Context: an optimization exercise on an open-source flow, tuned for small area and a short achievable clock period. The choices shown serve that exercise and are no tape-out recipe.
RTL that was checked went through simulation tests only; none was proved equivalent to the original.
The RTL of runs 3 and 4 was laid out without a check of its function.
Power figures rest on the tool's default switching activity, not on a simulated workload.

==> design.v <==
package maxpool_pkg;
  localparam logic MODE_MAX = 1'b0;
  localparam logic MODE_MIN = 1'b1;
  localparam int KEY_W = 64;
  function automatic int clog2(input int value);
    int res;
    res = 0;
    for (int i = 0; i < 31; i++) begin
      if ((1 << i) < value) res = i + 1;
    end
    clog2 = res;
  endfunction
  function automatic int level_count(input int window, input int level);
    int cnt;
    cnt = window;
    for (int k = 0; k < 32; k++) begin
      if (k < level) cnt = (cnt + 1) / 2;
    end
    level_count = cnt;
  endfunction
  function automatic int node_offset(input int window, input int level);
    int acc;
    acc = 0;
    for (int k = 1; k < 32; k++) begin
      if (k < level) acc += level_count(window, k);
    end
    node_offset = acc;
  endfunction
  function automatic logic [KEY_W-1:0] order_key(input logic [KEY_W-1:0] value,
                                                 input int width);
    logic [KEY_W-1:0] mask;
    logic [KEY_W-1:0] sign;
    mask = (KEY_W'(1) << width) - KEY_W'(1);
    sign = KEY_W'(1) << (width - 1);
    if ((value & sign) == '0) order_key = value ^ sign;
    else                      order_key = ~value & mask;
  endfunction
endpackage
module maxpool_cmp #(
  parameter int DATA_WIDTH = 32
) (
  input  logic [DATA_WIDTH-1:0] a,
  input  logic [DATA_WIDTH-1:0] b,
  input  logic                  mode,
  output logic [DATA_WIDTH-1:0] y
);
  logic [maxpool_pkg::KEY_W-1:0] key_a;
  logic [maxpool_pkg::KEY_W-1:0] key_b;
  logic             take_b;
  assign key_a = maxpool_pkg::order_key(maxpool_pkg::KEY_W'(a), DATA_WIDTH);
  assign key_b = maxpool_pkg::order_key(maxpool_pkg::KEY_W'(b), DATA_WIDTH);
  always_comb begin
    take_b = 1'b0;
    if (mode == maxpool_pkg::MODE_MIN) take_b = (key_b < key_a);
    else                  take_b = (key_b > key_a);
    y = take_b ? b : a;
  end
endmodule
module maxpool_tree_cell #(
  parameter int DATA_WIDTH = 32,
  parameter int WINDOW     = 9
) (
  input  logic                         C_IN_CLK,
  input  logic                         C_IN_RST,
  input  logic                         C_IN_FLUSH,
  input  logic                         C_IN_MODE,
  input  logic                         C_IN_DATA_VALID,
  input  logic [WINDOW*DATA_WIDTH-1:0] D_IN_DATA,
  output logic                         C_OUT_IN_READY,
  input  logic                         C_IN_OUT_READY,
  output logic                         C_OUT_DATA_VALID,
  output logic [DATA_WIDTH-1:0]        C_OUT_DATA
);
  localparam int LEVELS  = maxpool_pkg::clog2(WINDOW);
  localparam int NODES   = maxpool_pkg::node_offset(WINDOW, LEVELS + 1);
  localparam int OUT_OFF = maxpool_pkg::node_offset(WINDOW, LEVELS);
  localparam int MD_W    = (LEVELS > 1) ? LEVELS - 1 : 1;
  logic                        en;
  logic [LEVELS-1:0]           vld_q;
  logic [LEVELS-1:0]           lvl_vld_in;
  logic [MD_W-1:0]             md_q;
  logic [MD_W-1:0]             md_nxt;
  logic [NODES*DATA_WIDTH-1:0] node_q;
  logic [NODES*DATA_WIDTH-1:0] node_d;
  logic [DATA_WIDTH-1:0]       res;
  assign C_OUT_DATA_VALID = vld_q[LEVELS-1];
  assign en               = !C_OUT_DATA_VALID || C_IN_OUT_READY;
  assign C_OUT_IN_READY   = en;
  assign res              = node_q[OUT_OFF*DATA_WIDTH +: DATA_WIDTH];
  for (genvar l = 0; l < LEVELS; l++) begin : g_lvl
    localparam int N_IN    = maxpool_pkg::level_count(WINDOW, l);
    localparam int N_OUT   = maxpool_pkg::level_count(WINDOW, l + 1);
    localparam int OFF_OUT = maxpool_pkg::node_offset(WINDOW, l + 1);
    logic [N_IN*DATA_WIDTH-1:0] src;
    logic                       src_md;
    if (l == 0) begin : g_src_in
      assign src           = D_IN_DATA;
      assign src_md        = C_IN_MODE;
      assign lvl_vld_in[0] = C_IN_DATA_VALID;
    end else begin : g_src_q
      localparam int OFF_IN = maxpool_pkg::node_offset(WINDOW, l);
      assign src           = node_q[OFF_IN*DATA_WIDTH +: N_IN*DATA_WIDTH];
      assign src_md        = md_q[l-1];
      assign lvl_vld_in[l] = vld_q[l-1];
    end
    for (genvar j = 0; j < N_OUT; j++) begin : g_node
      if (2*j + 1 < N_IN) begin : g_pair
        maxpool_cmp #(.DATA_WIDTH(DATA_WIDTH)) u_cmp (
          .a    (src[(2*j)*DATA_WIDTH +: DATA_WIDTH]),
          .b    (src[(2*j+1)*DATA_WIDTH +: DATA_WIDTH]),
          .mode (src_md),
          .y    (node_d[(OFF_OUT+j)*DATA_WIDTH +: DATA_WIDTH])
        );
      end else begin : g_pass
        assign node_d[(OFF_OUT+j)*DATA_WIDTH +: DATA_WIDTH] = src[(2*j)*DATA_WIDTH +: DATA_WIDTH];
      end
    end
  end
  always_comb begin
    md_nxt    = md_q;
    md_nxt[0] = C_IN_MODE;
    for (int k = 1; k < MD_W; k++) md_nxt[k] = md_q[k-1];
  end
  always_ff @(posedge C_IN_CLK or posedge C_IN_RST) begin
    if (C_IN_RST) begin
      vld_q  <= '0;
      md_q   <= '0;
      node_q <= '0;
    end else if (C_IN_FLUSH) begin
      vld_q                                     <= '0;
      node_q[OUT_OFF*DATA_WIDTH +: DATA_WIDTH] <= '0;
    end else if (en) begin
      vld_q  <= lvl_vld_in;
      md_q   <= md_nxt;
      node_q <= node_d;
      if (!lvl_vld_in[LEVELS-1]) node_q[OUT_OFF*DATA_WIDTH +: DATA_WIDTH] <= '0;
    end
  end
  assign C_OUT_DATA = res;
endmodule
==> run.sh <==
#!/bin/bash
# synth_recipe.tcl (not shown) runs the flow's synth.tcl, then flattens the netlist and writes it again
# the make line also repeats each setting of config.mk as NAME=value (left out here)
make -C /OpenROAD-flow-scripts/flow DESIGN_CONFIG=/design/flow/config.mk WORK_HOME=/design/flow/orfs CLKGATE_MAP_FILE= SYNTH_SCRIPT=/design/flow/synth_recipe.tcl finish
==> config.mk <==
export PLATFORM = sky130hd
export DESIGN_NAME = maxpool_tree_cell
export DESIGN_NICKNAME = maxpool_tree_cell
export VERILOG_FILES = /design/flow/design.v
export SDC_FILE = /design/flow/constraint.sdc
export NUM_CORES = 4
export LEC_CHECK = 0
export CAP_MARGIN = 20
export CORE_MARGIN = 2
export CORE_UTILIZATION = 40
export SLEW_MARGIN = 20
==> constraint.sdc <==
create_clock -name core_clock -period 3.6 [get_ports {C_IN_CLK}]
set_input_delay 0.7200 -clock core_clock [delete_from_list [all_inputs] [get_ports {C_IN_CLK}]]
set_output_delay 0.7200 -clock core_clock [all_outputs]
set_load 0.01 [all_outputs]
==> out/qor.csv, run 1 <==
stage,metric,value,unit
power,seqPwrFrac,0.307,
route,drtIter0Drc,1919,
power,swShare,0.410,
timing,hold_viol,0,
power,clkPwrFrac,0.226,
synth,ys.flop_type,dfrtp_1,
power,p_comb_frac,0.467,
power,p_per_area,589,nW/um^2
power,p_switching,8150,uW
critical_path,end_kind,flop,
timing,fin_skew,0.0186,ns
finish,utilization,0.495,
critical_path,startpoint_type,flop,
floorplan,io_pins,328,
synth,synthTopCellsByArea,"dfrtp_1 (33%), ha_1 (12%), nand2_1 (8.5%)",
clock_network,clock_path_buffers,3,
timing,finalSetupViolCount,0,
power,p_leak,0.0149,uW
synth,yosysMostFrequentCell,nand2_1,
grt,grt_max_degree,130,
synth,netlist_instances,3254,
clock_network,cts_buffers,43,
grt,grt_antenna_before_repair,0,
synth,avgSynthCellArea,8.43,sq um
power,intPower,11700,uW
timing,rsz0062_at_grt,false,
synth,ys_warn_count,2,
clock_network,htreeDepth,2,
clock_network,clock_latency,0.58,ns
critical_path,cp_cell_sequence,"buf_12, xor2_1, ha_1, a41oi_1, o21ai_0, a221oi_1, a311oi_1, or3_2, buf_4, a211o_1, o211ai_1",
placed_design,placed_cells,4341,
clock_network,cts_repair_resize_count,0,
floorplan,rows,96,
floorplan,initial_core_util,0.402,
route,viasPerCell,5.51,
critical_path,r2r_setup_slack,0.20,ns
finish,nets,4054,
power,peakVddDrop,0.369,mV
critical_path,worstPathArrival,3.88,ns
timing,fmax,0.294,GHz
placed_design,place.gp.congestion,0.893,
grt,grt_pass1_vias,23378,
timing,post-route-min-period,3.40,ns
floorplan,die_w,266,um
timing,period_share,0.945,
route,drt_first_pass_iters,5,
placed_design,port_buffers,327,
clock_network,root_buffer,clkbuf_16,
grt,grt_pass1_wl,135000,um
synth,yosys_register_bits,359,
synth,syn-cell-area,27400,sq um
status,status,finished clean,
clock_network,cts_setup_buffers,0,
critical_path,cp_max_fo,33,
synth,post-synth-top-area-cell,dfrtp_1,
route,drcViolationCount,0,
route,vias,24341,
power,p_total,19900,uW
finish,syn_to_final_growth,23.1,%
grt,overflow,0,
timing,slew_violations,0,
critical_path,crit_slowest_cell,or3_2,
synth,ys_types,54,
finish,num_antenna_cells,0,
critical_path,crit_required,4.08,ns
critical_path,crit_buf_inv,2,
floorplan,die_h,266,um
finish,instances_no_fill,4418,
synth,async_flop_share,1.00,
flow_run,drv_cap,0,
finish,final_layout_size_suffix_gt1_frac,0.0684,
grt,grt.total_usage,0.240,
critical_path,path_delay_family,compound AO/OA/AOI/OAI gates,
synth,synth_edf_count,0,
clock_network,cts.sinks,359,
route,totalWireLength,85200,um
timing,max-slew-margin-rel,0.441,
route,wl_per_cell,19.3,um
timing,tightest_slew,0.838,ns
clock_network,cts_hold_buf,0,
synth,synth.net_count,3804,
synth,ys_top_cells_by_count,"nand2_1 (618), dfrtp_1 (359), nand3_1 (274)",
synth,synth_top_area_frac,0.327,
clock_network,tritoncts,done,
floorplan,die_area,70700,sq um
critical_path,critPathMaxStageDelay,0.60,ns
clock_network,clkTransAtPathRegs,0.06,ns
critical_path,path_class,flop to flop,
placed_design,post-dp-hpwl,64400,um
timing,hold_slack,0.431,ns
route,antenna_left,0,
min_path,hold_class,input port to async pin,
floorplan,core,68200,sq um
synth,ys_seq_area_frac,0.327,
==> state kept, by name (all words and copies together), names as in the netlist <==
name    cells
md_q        3
node_q    352
vld_q       4
==> worst paths after layout <==
kind,from,end,depth (start not counted)
hold reg to reg,node_q[250]$_DFFE_PP0P_,node_q[314]$_DFFE_PP0P_,2
hold / removal,C_IN_RST,node_q[154]$_DFFE_PP0P_,2
setup / recovery,node_q[127]$_DFFE_PP0P_,node_q[223]$_DFFE_PP0P_,11
setup reg to reg,node_q[127]$_DFFE_PP0P_,node_q[223]$_DFFE_PP0P_,11
min in group core_clock,node_q[250]$_DFFE_PP0P_,node_q[314]$_DFFE_PP0P_,2
max in group asynchronous,C_IN_RST,node_q[55]$_DFFE_PP0P_,3
==> layout by cell type (no fill, tap or decap), types with 75 or more instances in the layout <==
master / synthesis / final
a21o_1: 102 / 102
a21oi_1: 112 / 112
a31oi_1: 101 / 101
buf_4: 9 / 96
clkdlybuf4s50_1: 0 / 319
dfrtp_1: 359 / 359
ha_1: 256 / 256
nand2_1: 618 / 618
nand3_1: 274 / 274
nand4_1: 142 / 142
nor2_1: 111 / 110
o211ai_1: 75 / 75
o21ai_0: 136 / 136
xnor2_1: 248 / 248
xor2_1: 248 / 248
==> kinds of logic (layout without fill, tap and decap cells) <==
family / after synthesis / count (layout) / share of synthesized area
AND/OR/NAND/NOR: 1263 / 1263 / 0.215
AO/OA/AOI/OAI: 580 / 580 / 0.133
XOR/XNOR: 496 / 496 / 0.158
flip-flops: 359 / 359 / 0.327
buffers and inverters: 297 / 579 / 0.0477
adder cells (fa/ha/maj): 256 / 256 / 0.117
multiplexers: 3 / 3 / 0.00109
==> area by class of cell <==
| type | instances | area [sq um] |
|---|---|---|
| multi-input combinational | 2598 | 17200 |
| tap | 882 | 1100 |
| fill | 6606 | 34400 |
| sequential | 359 | 8980 |
| timing repair buffer | 470 | 4890 |
| clock inverter | 13 | 165 |
| clock buffer | 64 | 1270 |
| inverter | 32 | 124 |
==> per-layer routing <==
| layer | up-vias | part of all wire | GRT usage |
|---|---|---|---|
| met5 | - | 0 | 0 |
| met3 | 122 | 0.044 | 0.0251 |
| met1 | 11760 | 0.48 | 0.348 |
| met2 | 564 | 0.45 | 0.377 |
| li1 | 11895 | - | - |
| met4 | 0 | 0.025 | 0.0685 |
==> power by group through the flow <==
| stage | Clock, uW | Combinational, uW | Sequential [uW] |
|---|---|---|---|
| 2_1_floorplan | 0 | 6740 | 5580 |
| 3_3_place_gp | 0 | 9070 | 6160 |
| 3_5_place_dp | 0 | 9200 | 6160 |
| 4_1_cts | 4600 | 9260 | 6110 |
| 5_1_grt | 4760 | 10500 | 6200 |
| 6_report | 4490 | 9290 | 6110 |
==> per-stage QoR <==
| stage | TNS (ns) | cell area, sq um | worst slack, ns |
|---|---|---|---|
| final | 0 | 33800 | 0.199 |
| after global routing | 0 | 33800 | 0.00175 |
| after CTS | 0 | 33800 | 0.259 |
| after floorplan | -693.69 | 27400 | -1.93 |
| after global placement | 0 | 32300 | 0.0652 |
| after detailed placement | 0 | 32300 | 0.0420 |
==> run 2, diff against run 1 <==
==> design.v (replaced) <==
package maxpool_pkg;
  localparam logic MODE_MAX = 1'b0;
  localparam logic MODE_MIN = 1'b1;
endpackage
module maxpool_cmp (
  input  logic [31:0] a,
  input  logic [31:0] b,
  output logic        beat
);
  logic mag_gt;
  assign mag_gt = a[30:0] > b[30:0];
  assign beat = (a[31] ^ b[31]) ? b[31] : (a[31] ^ mag_gt);
endmodule
module maxpool_sel3 (
  input  logic [31:0] a,
  input  logic [31:0] b,
  input  logic [31:0] c,
  input  logic        mode,
  output logic [31:0] y
);
  logic ab, ac, bc;
  logic p_ab, p_ac, p_bc;
  logic wa, wb, wc;
  maxpool_cmp u_ab (.a(a), .b(b), .beat(ab));
  maxpool_cmp u_ac (.a(a), .b(c), .beat(ac));
  maxpool_cmp u_bc (.a(b), .b(c), .beat(bc));
  assign p_ab = ab ^ mode;
  assign p_ac = ac ^ mode;
  assign p_bc = bc ^ mode;
  assign wa =  p_ab &  p_ac;
  assign wb = ~p_ab &  p_bc;
  assign wc = ~p_ac & ~p_bc;
  assign y = ({32{wa}} & a) | ({32{wb}} & b) | ({32{wc}} & c);
endmodule
module maxpool_tree_cell #(
  parameter int DATA_WIDTH = 32,
  parameter int WINDOW     = 9
) (
  input  logic                         C_IN_CLK,
  input  logic                         C_IN_RST,
  input  logic                         C_IN_FLUSH,
  input  logic                         C_IN_MODE,
  input  logic                         C_IN_DATA_VALID,
  input  logic [WINDOW*DATA_WIDTH-1:0] D_IN_DATA,
  output logic                         C_OUT_IN_READY,
  input  logic                         C_IN_OUT_READY,
  output logic                         C_OUT_DATA_VALID,
  output logic [DATA_WIDTH-1:0]        C_OUT_DATA
);
  logic        en;
  logic [3:0]  vld_q;
  logic        md1_q;
  logic [95:0] s1_d;
  logic [95:0] s1_q;
  logic [31:0] s2_d;
  logic [31:0] s2_q, s3_q, s4_q;
  assign C_OUT_DATA_VALID = vld_q[3];
  assign en               = !vld_q[3] || C_IN_OUT_READY;
  assign C_OUT_IN_READY   = en;
  for (genvar g = 0; g < 3; g++) begin : g_s1
    maxpool_sel3 u_sel (
      .a    (D_IN_DATA[(3*g)*32   +: 32]),
      .b    (D_IN_DATA[(3*g+1)*32 +: 32]),
      .c    (D_IN_DATA[(3*g+2)*32 +: 32]),
      .mode (C_IN_MODE),
      .y    (s1_d[32*g +: 32])
    );
  end
  maxpool_sel3 u_s2 (
    .a    (s1_q[31:0]),
    .b    (s1_q[63:32]),
    .c    (s1_q[95:64]),
    .mode (md1_q),
    .y    (s2_d)
  );
  always_ff @(posedge C_IN_CLK or posedge C_IN_RST) begin
    if (C_IN_RST)        vld_q <= '0;
    else if (C_IN_FLUSH) vld_q <= '0;
    else if (en)         vld_q <= {vld_q[2:0], C_IN_DATA_VALID};
  end
  always_ff @(posedge C_IN_CLK) begin
    if (en) begin
      md1_q <= C_IN_MODE;
      s1_q  <= s1_d;
      s2_q  <= s2_d;
      s3_q  <= s2_q;
      s4_q  <= s3_q;
    end
  end
  assign C_OUT_DATA = s4_q & {32{vld_q[3]}};
endmodule
==> run 2 against run 1 <==
Effect of this change:
- die area fell by 33%
- global-route usage grew 2.7 points
- clock-buffer cell count decreased by 45
- clock power fell by 57%
- area after synthesis shrank 33%
- power is 49% lower
- cell area decreased by 20%
- highest routed layer is now met5
- cell count is 26% lower
- sequential share of layout area down 4.8 points
- wire length fell by 24%
- the layout now fails its checks (negative setup slack)
- critical path depth increased by 5
- register-to-register slack gained 0.04 ns
==> out/qor.csv, run 2 <==
stage,metric,value,unit,change
status,status,finished with violations,,
status,failed_checks,negative setup slack,,
flow_run,drv_cap,0,,unchanged
synth,avgSynthCellArea,9.57,sq um,+14%
power,p_leak,0.0127,uW,-15%
min_path,hold_class,flop to flop,,
grt,gr-usage-met1,0.343,,-0.00452
finish,nets,3320,,-18%
synth,synth.net_count,2581,,-32%
synth,syn-cell-area,18300,sq um,-33%
timing,fmax,0.277,GHz,-5.7%
timing,hold_viol,0,,unchanged
floorplan,initial_core_util,0.405,,+0.00263
critical_path,worstPathArrival,3.77,ns,-0.11 ns
clock_network,htreeDepth,4,,+2
synth,ys_types,78,,+44%
finish,fill_cells,3925,,-41%
placed_design,dp_slack,-0.743,ns,-0.785 ns
timing,fin_skew,0.0140,ns,-0.00461 ns
synth,ys_top_cells_by_count,"ha_1 (372), inv_1 (277), edfxtp_1 (193)",,
synth,synthTopCellsByArea,"edfxtp_1 (32%), ha_1 (25%), a221o_1 (7.1%)",,
synth,post-synth-top-area-cell,edfxtp_1,,
grt,grt_max_degree,159,,+22%
finish,stdcell_area,27100,sq um,-20%
timing,finalSetupViolCount,1,,+1
timing,period_share,1.00,,+0.0576
synth,ys_seq_area_frac,0.322,,-0.00578
critical_path,path_class,input port to flop,,
critical_path,end_kind,flop,,
route,drtIter0Drc,1384,,-28%
floorplan,io_pins,328,,unchanged
power,peakVddDrop,0.362,mV,-1.9%
critical_path,critPathMaxStageDelay,0.50,ns,-0.10 ns
clock_network,root_buffer,clkbuf_16,,
finish,final_layout_size_suffix_gt1_frac,0.223,,+0.155
power,p_per_area,375,nW/um^2,-36%
critical_path,crit_path_frequent_cell,buf_4,,
timing,max-slew-margin-rel,0.445,,+0.00335
critical_path,path_delay_family,buffers and inverters,,
timing,slew_violations,0,,unchanged
synth,synth_top_area_frac,0.316,,-0.0112
floorplan,rows,78,,-19%
finish,mostFrequentLayoutCell,buf_4,,
placed_design,place.gp.congestion,0.933,,+4.4%
clock_network,clock_path_buffers,2,,-1
synth,async_flop_share,0.0203,,-0.980
grt,grt_use_met3,0.0441,,+0.0189
grt,grt.total_usage,0.266,,+0.0268
floorplan,die_area,47600,sq um,-33%
critical_path,crit_slowest_cell,clkdlybuf4s50_1,,
clock_network,clock_latency,0.44,ns,-0.14 ns
placed_design,post-dp-hpwl,53600,um,-17%
synth,netlist_instances,1915,,-41%
grt,use_met2,0.462,,+0.0848
synth,synth_edf_count,193,,+193
timing,layout_setup_ws,-0.00844,ns,-0.207 ns
clock_network,cts.sinks,197,,-45%
timing,tightest_slew,0.833,ns,-0.00492 ns
timing,finalSetupTns,-0.00844,ns,-0.00844 ns
clock_network,cts_buffers,17,,-60%
grt,grt_antenna_before_repair,16,,+16
route,wl_per_cell,19.9,um,+3.1%
grt,grt.busiest_layer,met2,,
route,viasPerCell,5.59,,+1.4%
route,totalWireLength,65100,um,-24%
critical_path,crit_buf_inv,7,,+5
grt,grt_pass1_vias,18156,,-22%
critical_path,cp_max_fo,6,,-82%
critical_path,startpoint_type,input port,,
grt,grt_pass1_wl,98800,um,-27%
grt,overflow,0,,unchanged
route,drcViolationCount,0,,unchanged
synth,yosysMostFrequentCell,ha_1,,
synth,ys_warn_count,1,,-1
critical_path,crit_required,3.76,ns,-0.32 ns
synth,yosys_register_bits,197,,-45%
route,drt_first_pass_iters,7,,+2
clock_network,clkTransAtPathRegs,0.08,ns,+0.02 ns
route,vias,18296,,-25%
synth,ys.flop_type,edfxtp_1,,
placed_design,port_buffers,327,,unchanged
finish,layout_common_cells,"buf_4 (430), ha_1 (349), clkdlybuf4s50_1 (286)",,
timing,post-route-min-period,3.61,ns,+0.207 ns
placed_design,placed_cell_area,25400,sq um,-21%
floorplan,die_w,218,um,-18%
floorplan,die_h,218,um,-18%
critical_path,cp_cell_sequence,"clkdlybuf4s50_1, inv_2, buf_4, ha_4, nand4_1, buf_4, nor3_2, a221o_1, a22oi_2, and2_4, buf_4, a211oi_4, buf_12, buf_8, nor3b_1, a221o_1",,
floorplan,core,45300,sq um,-34%
finish,seq_area,5900,sq um,-34%
finish,syn_to_final_growth,47.7,%,
finish,utilization,0.598,,+0.103
finish,largest_register_ff_count,96,,-73%
finish,multi_input_area,11700,sq um,-32%
clock_network,tritoncts,done,,
finish,regMostFlops,s1_q,,
route,antenna_left,0,,unchanged
[run 2: cell count changes after synthesis, moves of 223 or more]
cell | before | now
dfrtp_1 | 359 | 4
nand2_1 | 618 | 84
nand3_1 | 274 | 51
xnor2_1 | 248 | 0
inv_1 | 32 | 277
xor2_1 | 248 | 5
[run 2: final timing paths]
path	start	endpoint	slack, ns	cells after the start
worst max-delay path	D_IN_DATA[181]	s1_q[62]$_DFFE_PP_	-0.008	16
worst min-delay path	s2_q[27]$_DFFE_PP_	s3_q[27]$_DFFE_PP_	0.41	0
min in group asynchronous	C_IN_RST	vld_q[0]$_DFFE_PP0P_	0.47	2
max in group asynchronous	C_IN_RST	vld_q[3]$_DFFE_PP0P_	2.97	2
worst min register to register	s2_q[27]$_DFFE_PP_	s3_q[27]$_DFFE_PP_	0.41	0
worst max register to register	s1_q[61]$_DFFE_PP_	s2_q[0]$_DFFE_PP_	0.24	11
[run 2: where the power goes]
part           switching, uW  total (uW)  internal (uW)
combinational           2250        4330           2080
clock                    909        1910            997
sequential               412        3920           3510
total                   3570       10200           6580
[run 2: kinds of logic after synthesis]
kind of cell             count (synthesis)  synth area share
multiplexers                             5           0.00273
AND/OR/NAND/NOR                        514             0.153
adder cells (fa/ha/maj)                372             0.254
buffers and inverters                  344            0.0754
flip-flops                             197             0.322
AO/OA/AOI/OAI                          478             0.191
XOR/XNOR                                 5           0.00239
[run 2: cell type report]
cell class                 count  area share
inverter                     278      0.0385
sequential                   197       0.218
clock inverter                13     0.00605
multi-input combinational   1375       0.433
timing repair buffer         785       0.260
clock buffer                  19      0.0160
antenna                        7    0.000647
tap                          600      0.0277
[run 2: timing repair]
item,in CTS,in global routing
endpoints found under the setup margin,94,115
pin swaps,26,69
resized for setup,51,108
setup buffers,11,12
hold buffers,0,0
gates cloned,4,1
[run 2: metrics by stage]
step	hold WS [ns]	std cells	total power, uW
floorplan	0.400	1915	6080
global placement	0.403	3207	7890
detailed placement	0.405	3207	8050
CTS	0.411	3254	10000
global route	0.419	3272	10800
finish	0.408	3274	10200
[run 2: layer usage]
metal,vias up,part of all wire
met5,-,0.0020
met4,20,0.023
met3,104,0.060
met2,605,0.49
met1,8722,0.43
li1,8845,-
==> run 3, diff against run 2 <==
--- a/design.v
+++ b/design.v
@@ -7,8 +7,22 @@
   input  logic [31:0] b,
   output logic        beat
 );
-  logic mag_gt;
-  assign mag_gt = a[30:0] > b[30:0];
+  logic       mag_gt;
+  logic [31:0] g [6];
+  logic [31:0] p [6];
+  always_comb begin
+    g[0] = {1'b0, a[30:0] & ~b[30:0]};
+    p[0] = {1'b1, a[30:0] | ~b[30:0]};
+    for (int l = 1; l < 6; l++) begin
+      g[l] = '0;
+      p[l] = '0;
+      for (int j = 0; j < (32 >> l); j++) begin
+        g[l][j] = g[l-1][2*j+1] | (p[l-1][2*j+1] & g[l-1][2*j]);
+        p[l][j] = p[l-1][2*j+1] & p[l-1][2*j];
+      end
+    end
+    mag_gt = g[5][0];
+  end
   assign beat = (a[31] ^ b[31]) ? b[31] : (a[31] ^ mag_gt);
 endmodule
 module maxpool_sel3 (
--- a/config.mk
+++ b/config.mk
@@ -7,5 +7,6 @@
 export LEC_CHECK = 0
 export CAP_MARGIN = 20
 export CORE_MARGIN = 2
-export CORE_UTILIZATION = 40
+export CORE_UTILIZATION = 60
+export GPL_TIMING_DRIVEN = 0
 export SLEW_MARGIN = 20
==> run 3 against run 2 <==
Effect of this change:
- still fails the layout checks on negative setup slack
- clock skew up 0.0018 ns
- utilization rose by 23 points
- worst hold slack better by 0.0075 ns
- via count up 2.7%
- global-route usage rose by 15 points
- first-iteration DRC count grew 150%
- power shrank 1.2%
- synthesized cell count decreased by 3.6%
- critical path depth fell by 3
- clock-buffer cell count decreased by 2
- critical endpoint is now s1_q[65]$_DFFE_PP_
==> out/qor.csv, run 3 <==
stage,metric,value,unit,change
power,p_per_area,453,nW/um^2,+21%
timing,fin_skew,0.0158,ns,+0.00181 ns
floorplan,die_h,168,um,-23%
critical_path,end_kind,flop,,
clock_network,root_buffer,clkbuf_16,,
clock_network,clock_latency,0.46,ns,+0.02 ns
finish,fill_cells,1506,,-62%
finish,regMostFlops,s1_q,,
placed_design,place.gp.congestion,1.02,,+9.4%
placed_design,dp_slack,-1.29,ns,-0.549 ns
finish,mostFrequentLayoutCell,inv_1,,
timing,tightest_slew,0.790,ns,-0.0427 ns
clock_network,tritoncts,done,,
timing,hold_slack,0.415,ns,+0.00747 ns
power,peakVddDrop,0.417,mV,+15%
synth,syn-cell-area,16100,sq um,-12%
synth,netlist_instances,1846,,-3.6%
synth,synthTopCellsByArea,"edfxtp_1 (36%), inv_1 (5.9%), maj3_1 (4.7%)",,
timing,layout_setup_ws,-0.0550,ns,-0.0466 ns
clock_network,cts.sinks,197,,unchanged
power,clkPwrFrac,0.192,,+0.004
synth,ys.flop_type,edfxtp_1,,
route,vias,18796,,+2.7%
placed_design,post-dp-hpwl,45300,um,-15%
min_path,hold_class,flop to flop,,
timing,fmax,0.274,GHz,-1.3%
floorplan,die_w,168,um,-23%
timing,rsz0062_at_grt,true,,
grt,grt_pass1_wl,93600,um,-5.3%
power,swShare,0.386,,+0.0337
clock_network,htreeDepth,4,,unchanged
grt,grt.total_usage,0.419,,+0.153
grt,grt_antenna_before_repair,2,,-14
route,totalWireLength,64200,um,-1.4%
floorplan,io_pins,328,,unchanged
finish,final_layout_size_suffix_gt1_frac,0.139,,-0.0841
finish,nets,2540,,-23%
grt,grt_max_degree,40,,-75%
synth,yosysMostFrequentCell,inv_1,,
route,drt_first_pass_iters,10,,+3
finish,multi_input_area,9990,sq um,-15%
route,wl_per_cell,24.7,um,+24%
critical_path,crit_required,3.78,ns,+0.02 ns
synth,post-synth-top-area-cell,edfxtp_1,,
critical_path,worstPathArrival,3.83,ns,+0.06 ns
synth,async_flop_share,0.0203,,unchanged
grt,grt_pass1_vias,17053,,-6.1%
min_path,worstHoldStart,s2_q[8]$_DFFE_PP_,,
critical_path,crit-reg2reg-launch,s1_q[4]$_DFFE_PP_,,
synth,synth_top_area_frac,0.359,,+0.0432
timing,finalSetupTns,-0.487,ns,-0.479 ns
critical_path,path_class,input port to flop,,
critical_path,cp_max_fo,10,,+4
synth,ys_top_cells_by_count,"inv_1 (252), edfxtp_1 (193), nand2_1 (162)",,
synth,avgSynthCellArea,8.74,sq um,-8.7%
power,p_comb_frac,0.405,,-0.022
grt,overflow,0,,unchanged
finish,seq_area,5900,sq um,unchanged
synth,synth_edf_count,193,,unchanged
route,viasPerCell,7.23,,+29%
floorplan,rows,60,,-23%
min_path,holdPathStages,0,,unchanged
status,failed_checks,negative setup slack,,
power,seqPwrFrac,0.403,,+0.017
power,intPower,6170,uW,-6.3%
floorplan,die_area,28200,sq um,-41%
clock_network,cts_hold_buf,0,,unchanged
clock_network,clkTransAtPathRegs,0.08,ns,about the same
timing,slew_violations,0,,unchanged
synth,ys_warn_count,4,,+3
timing,post-route-min-period,3.66,ns,+0.0466 ns
status,status,finished with violations,,
critical_path,startpoint_type,input port,,
synth,ys_types,75,,-3.8%
timing,hold_viol,0,,unchanged
floorplan,core,26700,sq um,-41%
finish,largest_register_ff_count,96,,unchanged
placed_design,port_buffers,324,,-0.92%
synth,synth.net_count,2140,,-17%
route,drcViolationCount,0,,unchanged
timing,period_share,1.02,,+0.0129
finish,layout_common_cells,"inv_1 (240), clkdlybuf4s50_1 (222), edfxtp_1 (193)",,
synth,ys_seq_area_frac,0.366,,+0.0439
timing,max-slew-margin-rel,0.469,,+0.0240
clock_network,clock_path_buffers,2,,unchanged
power,p_leak,0.00918,uW,-27%
flow_run,drv_cap,0,,unchanged
floorplan,initial_core_util,0.605,,+0.200
route,antenna_left,0,,unchanged
critical_path,setup.worst_path.start,D_IN_DATA[192],,
power,p_switching,3870,uW,+8.3%
route,drtIter0Drc,3403,,+150%
finish,syn_to_final_growth,37.4,%,
synth,yosys_register_bits,197,,unchanged
timing,finalSetupViolCount,27,,+26
critical_path,ff2ff_path_depth,11,,unchanged
clock_network,cts_buffers,17,,unchanged
-- run 3: repair_timing --
action	4_1_cts	5_1_grt
cloned	3	0
pin swaps	32	80
setup endpoints to repair	125	127
setup buffers	20	30
gates resized for setup	196	254
-- run 3: per-stage QoR --
| step | cell area (sq um) | total power, uW | util | std cells |
|---|---|---|---|---|
| detailed placement | 19900 | 7300 | 0.747 | 2516 |
| finish | 22200 | 10000 | 0.831 | 2601 |
| global route | 22200 | 10300 | 0.831 | 2600 |
| CTS | 21200 | 9460 | 0.797 | 2571 |
| global placement | 19800 | 7120 | 0.743 | 2511 |
| floorplan | 16100 | 5800 | - | 1846 |
-- run 3: final timing paths --
| kind | end | slack, ns |
|---|---|---|
| max in group asynchronous | vld_q[3]$_DFFE_PP0P_ | 3.01 |
| setup reg to reg | s2_q[17]$_DFFE_PP_ | 0.01 |
| min in group asynchronous | vld_q[0]$_DFFE_PP0P_ | 0.44 |
| hold reg to reg | s3_q[8]$_DFFE_PP_ | 0.42 |
| setup / recovery | s1_q[65]$_DFFE_PP_ | -0.06 |
| hold / removal | s3_q[8]$_DFFE_PP_ | 0.42 |
-- run 3: final cells by class --
cell class              count  area share
flip-flops and latches    197       0.266
inverters                 252      0.0429
clock buffers              17      0.0192
plain buffers              72      0.0220
repair buffers            382       0.172
diodes                      1    0.000113
clock inverters            15     0.00762
multi-input cells        1324       0.451
well taps                 341      0.0193
-- run 3: worst max-delay path, stage by stage --
cell	delay, ns
clkdlybuf4s50_1	0.48
nand2b_1	0.07
maj3_2	0.34
maj3_2	0.36
o2111ai_2	0.13
a31oi_4	0.18
o31ai_4	0.26
mux2_4	0.36
nor2b_1	0.16
a22oi_2	0.26
buf_6	0.17
buf_8	0.15
o221ai_1	0.17
-- run 3: routing by layer --
metal	vias up	share of wire	GRT usage
met3	415	0.14	0.0891
met1	8609	0.35	0.545
met2	1798	0.46	0.684
li1	7972	-	-
met5	-	0.000047	0
met4	2	0.060	0.174
-- run 3: power by group through the flow --
| stage | registers [uW] | logic [uW] | clock network (uW) |
|---|---|---|---|
| floorplan | 3720 | 2080 | 0 |
| global placement | 3930 | 3180 | 0 |
| detailed placement | 4000 | 3300 | 0 |
| CTS | 3980 | 3580 | 1900 |
| global route | 4070 | 4250 | 2000 |
| finish | 4050 | 4070 | 1930 |
-- run 3: kinds of logic (layout without fill, tap and decap cells) --
kind of cell | after synthesis | in the layout | share of synthesized area
flip-flops | 197 | 197 | 0.366
other | 0 | 1 | 0
AO/OA/AOI/OAI | 563 | 563 | 0.273
AND/OR/NAND/NOR | 669 | 669 | 0.226
buffers and inverters | 325 | 738 | 0.0776
XOR/XNOR | 3 | 3 | 0.00163
adder cells (fa/ha/maj) | 76 | 76 | 0.0472
multiplexers | 13 | 13 | 0.00822
==> run 4, diff against run 3 <==
--- a/config.mk
+++ b/config.mk
@@ -5,8 +5,8 @@
 export SDC_FILE = /design/flow/constraint.sdc
 export NUM_CORES = 4
 export LEC_CHECK = 0
-export CAP_MARGIN = 20
+export CAP_MARGIN = 0
 export CORE_MARGIN = 2
 export CORE_UTILIZATION = 60
 export GPL_TIMING_DRIVEN = 0
-export SLEW_MARGIN = 20
+export SLEW_MARGIN = 0
==> run 4 against run 3 <==
Effect of this change:
- the layout still fails its checks (negative setup slack)
- non-clock buffer count shrank 5
- critical path depth down 2
- via count shrank 1.2%
- worst hold slack gained 0.00073 ns
- die area unchanged
- utilization shrank 0.39 points
- clock power about the same
- first-iteration DRC count shrank 2.1%
- cell count shrank 0.23%
==> out/qor.csv, run 4 <==
stage,metric,value,unit,change
status,status,finished with violations,,
status,failed_checks,negative setup slack,,
floorplan,die_w,168,um,unchanged
power,peakVddDrop,0.356,mV,-15%
timing,fin_skew,0.0161,ns,+0.000274 ns
route,antenna_left,0,,unchanged
critical_path,r2r-end,s2_q[19]$_DFFE_PP_,,
synth,synth_top_area_frac,0.359,,unchanged
clock_network,clock_path_buffers,2,,unchanged
clock_network,cts_buffers,17,,unchanged
timing,post-route-min-period,3.71,ns,+0.0562 ns
placed_design,placed_cells,2515,,-0.040%
critical_path,critPathMaxStageDelay,0.48,ns,about the same
synth,synthTopCellsByArea,"edfxtp_1 (36%), inv_1 (5.9%), maj3_1 (4.7%)",,
placed_design,port_buffers,324,,unchanged
floorplan,core,26700,sq um,unchanged
timing,slew_violations,0,,unchanged
synth,ys_seq_area_frac,0.366,,unchanged
critical_path,worstPathArrival,3.99,ns,+0.16 ns
finish,largest_register_ff_count,96,,unchanged
finish,syn_to_final_growth,36.8,%,
synth,yosys_register_bits,197,,unchanged
timing,hold_viol,0,,unchanged
floorplan,initial_core_util,0.605,,unchanged
finish,final_layout_size_suffix_gt1_frac,0.125,,-0.0143
critical_path,cp_cell_sequence,"nor2b_1, maj3_1, a211oi_1, o211ai_1, o21a_1, maj3_1, a21oi_2, mux2i_1, mux2i_2, clkbuf_4, a221o_1",,
clock_network,clkTransAtPathRegs,0.08,ns,about the same
floorplan,die_area,28200,sq um,unchanged
power,intPower,6170,uW,about the same
floorplan,io_pins,328,,unchanged
route,vias,18577,,-1.2%
power,p_per_area,450,nW/um^2,-0.69%
placed_design,post-dp-hpwl,45100,um,-0.52%
grt,overflow,0,,unchanged
power,p_leak,0.00905,uW,-1.4%
timing,rsz0062_at_grt,true,,
grt,grt_pass1_vias,17072,,+0.11%
critical_path,crit_buf_inv,1,,-2
synth,synth.net_count,2140,,unchanged
power,swShare,0.379,,-0.00677
timing,finalSetupViolCount,57,,+110%
critical_path,crit_slowest_cell,edfxtp_1,,
timing,layout_setup_ws,-0.111,ns,-0.0562 ns
critical_path,crit_path_frequent_cell,maj3_1,,
power,p_comb_frac,0.402,,-0.003
power,p_switching,3760,uW,-2.9%
synth,ys_warn_count,4,,unchanged
synth,yosysMostFrequentCell,inv_1,,
synth,async_flop_share,0.0203,,unchanged
route,drtIter0Drc,3333,,-2.1%
grt,grt_max_degree,52,,+30%
clock_network,tritoncts,done,,
clock_network,root_buffer,clkbuf_16,,
timing,max-slew-margin-rel,0.529,,+0.0606
critical_path,startpoint_type,flop,,
finish,regMostFlops,s1_q,,
critical_path,path_class,flop to flop,,
route,wl_per_cell,23.7,um,-4.0%
clock_network,htreeDepth,4,,unchanged
critical_path,crit-reg2reg-launch,s1_q[6]$_DFFE_PP_,,
synth,synth_edf_count,193,,unchanged
synth,ys_types,75,,unchanged
clock_network,clock_latency,0.45,ns,about the same
power,p_total,9930,uW,-1.2%
clock_network,cts.sinks,197,,unchanged
route,totalWireLength,61400,um,-4.3%
timing,period_share,1.03,,+0.0156
critical_path,path_delay_family,compound AO/OA/AOI/OAI gates,,
critical_path,crit_required,3.88,ns,+0.10 ns
finish,mostFrequentLayoutCell,inv_1,,
finish,num_antenna_cells,0,,-1
synth,netlist_instances,1846,,unchanged
floorplan,rows,60,,unchanged
grt,grt_pass1_wl,92500,um,-1.1%
finish,layout_common_cells,"inv_1 (243), clkdlybuf4s50_1 (240), edfxtp_1 (193)",,
critical_path,end_kind,flop,,
synth,syn-cell-area,16100,sq um,unchanged
power,clkPwrFrac,0.194,,+0.002
power,seqPwrFrac,0.404,,about the same
flow_run,drv_cap,0,,unchanged
finish,fill_cells,1594,,+5.8%
synth,post-synth-top-area-cell,edfxtp_1,,
timing,tightest_slew,0.706,ns,-0.0841 ns
finish,nets,2535,,-0.20%
route,viasPerCell,7.16,,-0.94%
grt,grt.total_usage,0.411,,-0.00792
critical_path,ff2ff_path_depth,11,,unchanged
finish,utilization,0.828,,-0.00385
synth,ys_top_cells_by_count,"inv_1 (252), edfxtp_1 (193), nand2_1 (162)",,
min_path,holdPathStages,0,,unchanged
min_path,hold_class,flop to flop,,
placed_design,place.gp.congestion,1.02,,unchanged
critical_path,cp_max_fo,10,,unchanged
finish,instances_no_fill,2595,,-0.23%
route,drcViolationCount,0,,unchanged
floorplan,die_h,168,um,unchanged
grt,grt_antenna_before_repair,2,,unchanged
synth,avgSynthCellArea,8.74,sq um,unchanged
synth,ys.flop_type,edfxtp_1,,
timing,fmax,0.269,GHz,-1.5%
min_path,hold-path-endpoint,s4_q[19]$_DFFE_PP_,,
route,drt_first_pass_iters,12,,+2
critical_path,r2r_setup_slack,-0.11,ns,-0.12 ns
min_path,worstHoldStart,s3_q[19]$_DFFE_PP_,,
-- run 4: cell counts after synthesis --
No cell type changed its count.
-- run 4: worst register-to-register path: stages, from the launching register on --
cell	delay, ns
edfxtp_1	0.48
nor2b_1	0.18
maj3_1	0.39
a211oi_1	0.25
o211ai_1	0.11
o21a_1	0.22
maj3_1	0.38
a21oi_2	0.25
mux2i_1	0.39
mux2i_2	0.37
clkbuf_4	0.28
a221o_1	0.26
-- run 4: power groups by stage --
stage / registers [uW] / clock network (uW) / logic [uW]
3_5_place_dp: 4000 / 0 / 3290
3_3_place_gp: 3930 / 0 / 3180
6_report: 4010 / 1930 / 3990
4_1_cts: 3960 / 1940 / 3570
5_1_grt: 4050 / 2010 / 4190
2_1_floorplan: 3720 / 0 / 2080
-- run 4: timing repair --
item,in CTS,in global routing
endpoints found under the setup margin,125,126
gates cloned,4,2
resized for setup,183,199
setup buffers,22,20
hold buffers,0,0
pin swaps,31,56
-- run 4: cells by family after synthesis --
logic type / synth area share
buf+inv: 0.0776
flops: 0.366
mux: 0.00822
fa+ha+maj: 0.0472
xor+xnor: 0.00163
simple gates: 0.226
compound gates: 0.273
-- run 4: metal layers --
layer,vias up,share of wire,wire [um],global-route usage
met5,-,0.00037,23,0
met4,4,0.061,3770,0.194
met3,376,0.13,8290,0.0874
met2,1748,0.45,27500,0.655
met1,8496,0.36,21900,0.539
li1,7953,-,-,-
-- run 4: per-stage QoR --
stage	setup slack [ns]	hold WS [ns]	instance area, sq um	TNS, ns
floorplan	-0.691	0.400	16100	-133.66
global placement	-2.38	0.401	19800	-450.87
detailed placement	-1.27	0.405	19900	-100.01
CTS	-0.0101	0.417	21300	-0.0101
global route	-0.172	0.422	22100	-7.61
finish	-0.111	0.416	22100	-2.22
-- run 4: area by class of cell --
class | count | area (sq um) | share of cell area
flip-flops and latches | 197 | 5900 | 0.267
repair buffers | 376 | 3800 | 0.172
plain buffers | 73 | 499 | 0.0226
inverters | 252 | 950 | 0.0431
well taps | 341 | 427 | 0.0193
multi-input cells | 1324 | 9860 | 0.447
clock inverters | 15 | 195 | 0.00885
clock buffers | 17 | 425 | 0.0193
-- run 4: worst max path at each step --
stage                     cells past startpoint         startpoint            endpoint
after floorplan                               3     C_IN_OUT_READY     md1_q$_DFFE_PP_
after global placement                        5     C_IN_OUT_READY      C_OUT_IN_READY
after detailed placement                     12     D_IN_DATA[250]  s1_q[80]$_DFFE_PP_
after CTS                                    10      D_IN_DATA[59]  s1_q[12]$_DFFE_PP_
after global routing                         11  s1_q[6]$_DFFE_PP_  s2_q[17]$_DFFE_PP_
final                                        11  s1_q[6]$_DFFE_PP_  s2_q[19]$_DFFE_PP_
==> run 5, diff against run 4 <==
--- a/design.v
+++ b/design.v
@@ -29,7 +29,9 @@
   input  logic [31:0] a,
   input  logic [31:0] b,
   input  logic [31:0] c,
+  input  logic [31:0] q,
   input  logic        mode,
+  input  logic        en,
   output logic [31:0] y
 );
   logic ab, ac, bc;
@@ -44,7 +46,8 @@
   assign wa =  p_ab &  p_ac;
   assign wb = ~p_ab &  p_bc;
   assign wc = ~p_ac & ~p_bc;
-  assign y = ({32{wa}} & a) | ({32{wb}} & b) | ({32{wc}} & c);
+  assign y = ({32{wa & en}} & a) | ({32{wb & en}} & b) | ({32{wc & en}} & c) |
+             ({32{~en}} & q);
 endmodule
 module maxpool_tree_cell #(
   parameter int DATA_WIDTH = 32,
@@ -76,7 +79,9 @@
       .a    (D_IN_DATA[(3*g)*32   +: 32]),
       .b    (D_IN_DATA[(3*g+1)*32 +: 32]),
       .c    (D_IN_DATA[(3*g+2)*32 +: 32]),
+      .q    (s1_q[32*g +: 32]),
       .mode (C_IN_MODE),
+      .en   (en),
       .y    (s1_d[32*g +: 32])
     );
   end
@@ -84,7 +89,9 @@
     .a    (s1_q[31:0]),
     .b    (s1_q[63:32]),
     .c    (s1_q[95:64]),
+    .q    (s2_q),
     .mode (md1_q),
+    .en   (en),
     .y    (s2_d)
   );
   always_ff @(posedge C_IN_CLK or posedge C_IN_RST) begin
@@ -93,10 +100,10 @@
     else if (en)         vld_q <= {vld_q[2:0], C_IN_DATA_VALID};
   end
   always_ff @(posedge C_IN_CLK) begin
+    s1_q <= s1_d;
+    s2_q <= s2_d;
     if (en) begin
       md1_q <= C_IN_MODE;
-      s1_q  <= s1_d;
-      s2_q  <= s2_d;
       s3_q  <= s2_q;
       s4_q  <= s3_q;
     end
--- a/config.mk
+++ b/config.mk
@@ -5,8 +5,9 @@
 export SDC_FILE = /design/flow/constraint.sdc
 export NUM_CORES = 4
 export LEC_CHECK = 0
-export CAP_MARGIN = 0
+export ABC_AREA = 1
+export CAP_MARGIN = 20
 export CORE_MARGIN = 2
-export CORE_UTILIZATION = 60
+export CORE_UTILIZATION = 50
 export GPL_TIMING_DRIVEN = 0
-export SLEW_MARGIN = 0
+export SLEW_MARGIN = 20
==> run 5 against run 4 <==
Effect of this change:
- now clean on timing, DRC and antenna
- wire length is 4.4% higher
- die area increased by 32%
- clock skew fell by 0.0057 ns
- sequential power is 8.2% lower
- sequential share of layout area decreased by 6.1 points
- register-to-register slack gained 0.83 ns
- sequential cell count is the same
- cell count up 56%
- power decreased by 2.6%
- area after synthesis rose by 10%
- fmax grew 8.7%
- highest routed layer unchanged
==> out/qor.csv, run 5 <==
stage,metric,value,unit,change
status,status,finished clean,,
finish,final_layout_size_suffix_gt1_frac,0.0401,,-0.0846
clock_network,clock_path_buffers,2,,unchanged
finish,largest_register_ff_count,96,,unchanged
route,antenna_left,0,,unchanged
critical_path,crit_required,2.88,ns,-1.00 ns
floorplan,die_w,193,um,+15%
finish,utilization,0.634,,-0.194
power,seqPwrFrac,0.380,,-0.024
clock_network,root_buffer,clkbuf_16,,
grt,grt.total_usage,0.336,,-0.0750
finish,syn_to_final_growth,25.7,%,
floorplan,die_h,193,um,+15%
placed_design,placed_cells,4022,,+60%
critical_path,startpoint_type,input port,,
critical_path,crit_path_frequent_cell,clkdlybuf4s50_1,,
synth,synthTopCellsByArea,"nand2_1 (19%), dfxtp_1 (14%), inv_1 (13%)",,
finish,num_antenna_cells,0,,unchanged
synth,synth_edf_count,65,,-66%
synth,synth_top_area_frac,0.193,,-0.167
route,viasPerCell,5.37,,-25%
clock_network,tritoncts,done,,
finish,nets,3873,,+53%
route,drcViolationCount,0,,unchanged
critical_path,path_class,input port to output port,,
critical_path,end_kind,output port,,
power,intPower,5690,uW,-7.8%
floorplan,die_area,37100,sq um,+32%
synth,ys_seq_area_frac,0.259,,-0.106
clock_network,htreeDepth,4,,unchanged
grt,grt_max_degree,48,,-7.7%
power,p_per_area,432,nW/um^2,-4.0%
synth,yosys_register_bits,197,,unchanged
timing,fmax,0.293,GHz,+8.7%
route,wl_per_cell,15.8,um,-33%
clock_network,clock_latency,0.45,ns,about the same
synth,ys_top_cells_by_count,"nand2_1 (914), inv_1 (626), nor2_1 (600)",,
critical_path,worstPathArrival,2.70,ns,-1.29 ns
route,drt_first_pass_iters,8,,-4
timing,rsz0062_at_grt,false,,
finish,instances_no_fill,4053,,+56%
power,p_leak,0.0119,uW,+31%
timing,finalSetupViolCount,0,,-100%
placed_design,dp_slack,-0.773,ns,+0.497 ns
synth,ys.flop_type,dfxtp_1,,
synth,ys_types,34,,-55%
timing,period_share,0.949,,-0.0822
route,vias,21773,,+17%
route,totalWireLength,64200,um,+4.4%
timing,hold_viol,0,,unchanged
route,drtIter0Drc,2265,,-32%
power,p_switching,3990,uW,+6.0%
power,p_total,9670,uW,-2.6%
timing,post-route-min-period,3.42,ns,-0.296 ns
floorplan,io_pins,328,,unchanged
synth,netlist_instances,3233,,+75%
floorplan,initial_core_util,0.504,,-0.101
power,peakVddDrop,0.372,mV,+4.6%
grt,grt_pass1_wl,99000,um,+7.1%
min_path,hold_class,flop to flop,,
finish,mostFrequentLayoutCell,nand2_1,,
synth,post-synth-top-area-cell,nand2_1,,
floorplan,core,35300,sq um,+32%
grt,grt_pass1_vias,19797,,+16%
power,p_comb_frac,0.402,,about the same
synth,avgSynthCellArea,5.51,sq um,-37%
critical_path,path_delay_family,buffers and inverters,,
synth,ys_warn_count,4,,unchanged
power,swShare,0.412,,+0.0333
critical_path,cp_max_fo,30,,+20
timing,layout_setup_ws,0.185,ns,+0.296 ns
timing,slew_violations,0,,unchanged
timing,fin_skew,0.0104,ns,-0.00567 ns
floorplan,rows,69,,+15%
critical_path,cp_cell_sequence,"clkdlybuf4s50_1, nor2_1, inv_1, buf_8, buf_12, buf_16, clkdlybuf4s50_1",,
placed_design,place.gp.congestion,0.989,,-3.1%
placed_design,port_buffers,327,,+0.93%
timing,max-slew-margin-rel,0.326,,-0.204
grt,grt_antenna_before_repair,1,,-1
critical_path,crit_slowest_cell,clkdlybuf4s50_1,,
finish,regMostFlops,s1_q,,
synth,async_flop_share,0.0203,,unchanged
critical_path,critPathMaxStageDelay,0.56,ns,+0.08 ns
synth,synth.net_count,3527,,+65%
power,clkPwrFrac,0.217,,+0.023
clock_network,cts.sinks,197,,unchanged
placed_design,post-dp-hpwl,52900,um,+17%
critical_path,crit_buf_inv,6,,+5
finish,layout_common_cells,"nand2_1 (914), inv_1 (626), nor2_1 (600)",,
grt,overflow,0,,unchanged
clock_network,cts_buffers,17,,unchanged
synth,syn-cell-area,17800,sq um,+10%
clock_network,clkTransAtPathRegs,0.09,ns,about the same
timing,tightest_slew,1.01,ns,+0.305 ns
flow_run,drv_cap,0,,unchanged
synth,yosysMostFrequentCell,nand2_1,,
[run 5: cell count changes in the layout (fill, tap and decap cells not counted), sizes merged, moves of 128 or more]
cell	change
inv	+393
dfxtp	+128
nor2	+548
edfxtp	-128
nand4	+255
nand2	+759
[run 5: cell families (layout without fill, tap and decap cells)]
group           count (synthesis)  in the layout  share of synthesized area
flops                         197            197                      0.259
compound gates                287            287                     0.0897
buf+inv                       750           1109                      0.171
simple gates                 1999           1999                      0.480
[run 5: routing by layer]
metal	wire length, um	share of wire	track usage
met2	27800	0.43	0.538
met4	2020	0.032	0.122
met3	6760	0.11	0.0562
met1	27500	0.43	0.455
met5	13	0.00020	0
[run 5: layout make-up]
type	instances	area, sq um
sequential	197	4610
clock inverter	15	225
inverter	640	2400
clock buffer	17	425
fill	3332	12900
tap	461	577
multi-input combinational	2286	10100
buffer	108	666
timing repair buffer	329	3330
[run 5: worst paths after layout]
check,from,endpoint,slack [ns],cells past startpoint
max in group asynchronous,C_IN_RST,vld_q[0]$_DFFE_PP0P_,3.01,2
setup / recovery,C_IN_OUT_READY,C_OUT_IN_READY,0.18,7
hold reg to reg,s3_q[15]$_DFFE_PN_,s4_q[15]$_DFFE_PN_,0.42,0
setup reg to reg,vld_q[3]$_DFFE_PP0P_,s1_q[64]$_DFF_P_,0.72,9
min in group asynchronous,C_IN_RST,vld_q[3]$_DFFE_PP0P_,0.45,2
hold / removal,s3_q[15]$_DFFE_PN_,s4_q[15]$_DFFE_PN_,0.42,0
[run 5: worst reg2reg max path: cells and delay by family (launching register included)]
kind / cells / cell delay (ns)
AND/OR/NAND/NOR: 4 / 0.49
flip-flops: 1 / 0.52
buffers and inverters: 5 / 1.82
[run 5: what timing repair did]
action	4_1_cts	5_1_grt
resized for setup	4	3
hold endpoints to repair	0	0
buffers inserted	0	0
cloned	0	1
endpoints found under the setup margin	1	1
hold buffers	0	0
[run 5: power groups by stage]
| stage | clock network, uW | logic (uW) | registers (uW) |
|---|---|---|---|
| 2_1_floorplan | 0 | 2580 | 3520 |
| 3_3_place_gp | 0 | 3690 | 3670 |
| 3_5_place_dp | 0 | 3780 | 3700 |
| 4_1_cts | 2120 | 3820 | 3660 |
| 5_1_grt | 2210 | 4340 | 3760 |
| 6_report | 2100 | 3890 | 3680 |
[run 5: metrics by stage]
step	hold WS (ns)	setup TNS [ns]	cell area [sq um]
6_report	0.422	0	22400
5_1_grt	0.424	0	22400
4_1_cts	0.422	0	22300
3_5_place_dp	0.405	-0.773	21700
3_3_place_gp	0.401	-35.09	21700
2_1_floorplan	0.400	0	17800
==> run 6, diff against run 5 <==
==> flow/run.sh (new file) <==
#!/bin/bash
# Standard ORFS layout, except that the port buffers are plain buf_2 cells
# instead of the delay cells buffer_ports picks by default.
set -euo pipefail
export BUFFER_PORTS_ARGS="-buffer_cell sky130_fd_sc_hd__buf_2"
bash standard.sh BUFFER_PORTS_ARGS="$BUFFER_PORTS_ARGS" finish > standard_flow.log 2>&1
==> standard.sh (new file) <==
#!/bin/bash
# synth_recipe.tcl (not shown) runs the flow's synth.tcl, then flattens the netlist and writes it again
# the make line also repeats each setting of config.mk as NAME=value (left out here)
make -C /OpenROAD-flow-scripts/flow DESIGN_CONFIG=/design/flow/config.mk WORK_HOME=/design/flow/orfs CLKGATE_MAP_FILE= SYNTH_SCRIPT=/design/flow/synth_recipe.tcl "${@:-finish}"
removed: run.sh
==> run 6 against run 5 <==
Effect of this change:
- sequential share of layout area increased by 1.7 points
- worst hold slack got worse by 0.29 ns
- sequential power about the same
- fmax decreased by 1.2%
- utilization decreased by 4.7 points
- die area unchanged
- clock power decreased by 3%
- clock-buffer cell count unchanged
- via count decreased by 1.7%
- worst setup slack got worse by 0.043 ns
- critical path depth increased by 1
- combinational power decreased by 5.4%
- largest cell class unchanged
- largest power group is now registers
==> out/qor.csv, run 6 <==
stage,metric,value,unit,change
status,status,finished clean,,
grt,overflow,0,,unchanged
synth,ys_warn_count,4,,unchanged
route,drt_first_pass_iters,6,,-2
synth,synth_top_area_frac,0.193,,unchanged
critical_path,path_class,flop to output port,,
finish,stdcell_area,20700,sq um,-7.4%
clock_network,cts_hold_buf,0,,unchanged
clock_network,clock_latency,0.45,ns,about the same
critical_path,cp_max_fo,38,,+27%
synth,ys_seq_area_frac,0.259,,unchanged
placed_design,port_buffers,327,,unchanged
timing,hold_slack,0.132,ns,-0.290 ns
synth,ys_top_cells_by_count,"nand2_1 (914), inv_1 (626), nor2_1 (600)",,
floorplan,initial_core_util,0.504,,unchanged
synth,async_flop_share,0.0203,,unchanged
synth,post-synth-top-area-cell,nand2_1,,
synth,synthTopCellsByArea,"nand2_1 (19%), dfxtp_1 (14%), inv_1 (13%)",,
grt,grt_max_degree,39,,-19%
placed_design,post-dp-hpwl,52600,um,-0.44%
critical_path,crit_required,2.88,ns,about the same
critical_path,end_kind,output port,,
finish,nets,3873,,unchanged
finish,fill_cells,3655,,+9.7%
clock_network,tritoncts,done,,
timing,tightest_slew,1.06,ns,+0.0524 ns
synth,ys_types,34,,unchanged
power,p_comb_frac,0.391,,-0.011
route,wl_per_cell,15.5,um,-2.0%
critical_path,worstPathArrival,2.74,ns,+0.04 ns
finish,largest_register_ff_count,96,,unchanged
synth,yosys_register_bits,197,,unchanged
route,drtIter0Drc,1933,,-15%
power,intPower,5490,uW,-3.5%
timing,finalSetupViolCount,0,,unchanged
placed_design,placed_cell_area,20000,sq um,-7.5%
synth,netlist_instances,3233,,unchanged
flow_run,drv_cap,0,,unchanged
clock_network,htreeDepth,4,,unchanged
route,drcViolationCount,0,,unchanged
grt,grt_pass1_vias,19341,,-2.3%
finish,syn_to_final_growth,16.3,%,
timing,fmax,0.289,GHz,-1.2%
floorplan,die_h,193,um,unchanged
power,swShare,0.416,,+0.00410
synth,ys.flop_type,dfxtp_1,,
timing,fin_skew,0.0149,ns,+0.00450 ns
power,seqPwrFrac,0.393,,+0.013
synth,syn-cell-area,17800,sq um,unchanged
timing,rsz0062_at_grt,false,,
placed_design,place.gp.congestion,1.01,,+1.9%
grt,grt_antenna_before_repair,16,,+15
timing,hold_viol,0,,unchanged
finish,mostFrequentLayoutCell,nand2_1,,
clock_network,cts_buffers,17,,unchanged
finish,layout_common_cells,"nand2_1 (914), inv_1 (626), nor2_1 (600)",,
grt,grt_pass1_wl,97300,um,-1.8%
min_path,hold_class,input port to async pin,,
route,totalWireLength,63100,um,-1.7%
clock_network,clock_path_buffers,2,,unchanged
floorplan,io_pins,328,,unchanged
power,p_leak,0.0119,uW,+0.39%
synth,synth.net_count,3527,,unchanged
timing,period_share,0.961,,+0.0120
route,viasPerCell,5.27,,-2.0%
timing,slew_violations,0,,unchanged
floorplan,die_w,193,um,unchanged
clock_network,cts.sinks,197,,unchanged
power,clkPwrFrac,0.215,,-0.002
synth,avgSynthCellArea,5.51,sq um,unchanged
power,p_per_area,454,nW/um^2,+5.0%
timing,max-slew-margin-rel,0.291,,-0.0349
power,p_switching,3910,uW,-1.8%
synth,yosysMostFrequentCell,nand2_1,,
clock_network,clkTransAtPathRegs,0.08,ns,about the same
finish,final_layout_size_suffix_gt1_frac,0.131,,+0.0908
grt,grt.total_usage,0.331,,-0.00573
floorplan,rows,69,,unchanged
timing,post-route-min-period,3.46,ns,+0.0430 ns
floorplan,core,35300,sq um,unchanged
synth,synth_edf_count,65,,unchanged
route,vias,21399,,-1.7%
critical_path,startpoint_type,flop,,
clock_network,root_buffer,clkbuf_16,,
clock_network,cts_setup_buffers,0,,unchanged
power,peakVddDrop,0.371,mV,-0.29%
floorplan,die_area,37100,sq um,unchanged
finish,regMostFlops,s1_q,,
route,antenna_left,0,,unchanged
[run 6: stage by stage]
| step | util | TNS [ns] | std cells | setup slack, ns | total power (uW) |
|---|---|---|---|---|---|
| after detailed placement | 0.568 | -0.0930 | 4022 | -0.0930 | 7300 |
| after global routing | 0.586 | 0 | 4060 | 0.00648 | 10000 |
| final | 0.587 | 0 | 4063 | 0.142 | 9400 |
| after CTS | 0.586 | 0 | 4053 | 0.0653 | 9340 |
| after floorplan | - | 0 | 3233 | 0.574 | 6100 |
| after global placement | 0.567 | -3.66 | 4021 | -0.682 | 7180 |
[run 6: cell families after synthesis]
| family | after synthesis | synth area share |
|---|---|---|
| AND/OR/NAND/NOR | 1999 | 0.480 |
| buffers and inverters | 750 | 0.171 |
| AO/OA/AOI/OAI | 287 | 0.0897 |
| flip-flops | 197 | 0.259 |
[run 6: worst paths after layout]
path / slack [ns] / cells after the start / endpoint / startpoint
worst max-delay path: 0.14 / 8 / C_OUT_IN_READY / vld_q[3]$_DFFE_PP0P_
worst min-delay path: 0.13 / 2 / vld_q[1]$_DFFE_PP0P_ / C_IN_RST
worst max register to register: 0.65 / 10 / s1_q[63]$_DFF_P_ / vld_q[3]$_DFFE_PP0P_
worst min register to register: 0.41 / 0 / s4_q[19]$_DFFE_PN_ / s3_q[19]$_DFFE_PN_
max in group asynchronous: 3.32 / 2 / vld_q[2]$_DFFE_PP0P_ / C_IN_RST
min in group core_clock: 0.41 / 0 / s4_q[19]$_DFFE_PN_ / s3_q[19]$_DFFE_PN_
[run 6: power by group through the flow]
stage	registers (uW)	logic [uW]	clock network, uW
4_1_cts	3680	3620	2050
6_report	3700	3680	2030
3_5_place_dp	3710	3590	0
3_3_place_gp	3680	3510	0
2_1_floorplan	3520	2580	0
5_1_grt	3770	4140	2130
[run 6: repair_timing]
item	4_1_cts	5_1_grt
endpoints found under the setup margin	1	1
hold endpoints to repair	0	0
resized for setup	1	1
[run 6: final cells by class]
class	count	area (sq um)	share of cell area
Multi-Input combinational cell	2286	10100	0.490
Antenna cell	10	25.0	0.00121
Inverter	640	2400	0.116
Clock buffer	17	425	0.0205
Sequential cell	197	4610	0.223
Clock inverter	15	220	0.0106
Buffer	109	653	0.0315
Tap cell	461	577	0.0278
Timing Repair Buffer	328	1660	0.0800
[run 6: layer usage]
metal | routed length [um] | GRT usage | up-vias
met3 | 6210 | 0.0635 | 117
met2 | 27200 | 0.527 | 965
met1 | 28000 | 0.452 | 9389
li1 | - | - | 10916
met4 | 1610 | 0.0989 | 12
met5 | 67 | 0 | -
[run 6: critical path, stage by stage, from the launching register on]
cell	delay, ns
dfrtp_1	0.36
clkbuf_1	0.36
inv_1	0.07
nor2_1	0.29
inv_1	0.16
clkbuf_4	0.33
buf_6	0.30
buf_12	0.22
buf_2	0.16

port drivers added, routing unchanged:
No port has a modelled driver above. Below, the same layouts with a new extraction and two added sets of constraints. Step 1 assumes that a clkbuf_16 drives the clock port and a buf_2 every other input. Step 2 moves the port delays by t, midway between the first and last clock arrival at a register: inputs arrive t later, outputs are due t later. That takes back most of the time a late clock gives input paths. a / b / c = ideal ports / drivers / drivers and shift; a / b = the first two.
run | t (ns) | setup slack, ns | hold WS [ns] | worst setup path at the end | slew at the worst register clock pin (ns)
run 1 | 0.624 | 0.199 / 0.199 / 0.011 | 0.431 / 0.414 / 0.468 | input to register | 0.06 / 0.06
run 2 | 0.481 | -0.008 / 0.002 / -0.479 | 0.408 / 0.408 / 0.408 | input to register | 0.08 / 0.08
run 3 | 0.498 | -0.055 / -0.035 / -0.533 | 0.415 / 0.415 / 0.415 | input to register | 0.09 / 0.09
run 4 | 0.492 | -0.111 / -0.111 / -0.527 | 0.416 / 0.416 / 0.416 | input to register | 0.09 / 0.09
run 5 | 0.494 | 0.185 / 0.160 / -0.047 | 0.422 / 0.422 / 0.422 | input to register | 0.09 / 0.09
run 6 | 0.492 | 0.142 / 0.091 / 0.417 | 0.132 / 0.102 / 0.413 | input to register | 0.09 / 0.09
Met with ideal ports but missed after step 2: setup timing in run 5. For run 3, which loses most, drivers alone change the setup slack by +0.020 ns; drivers and shift together by -0.478 ns.
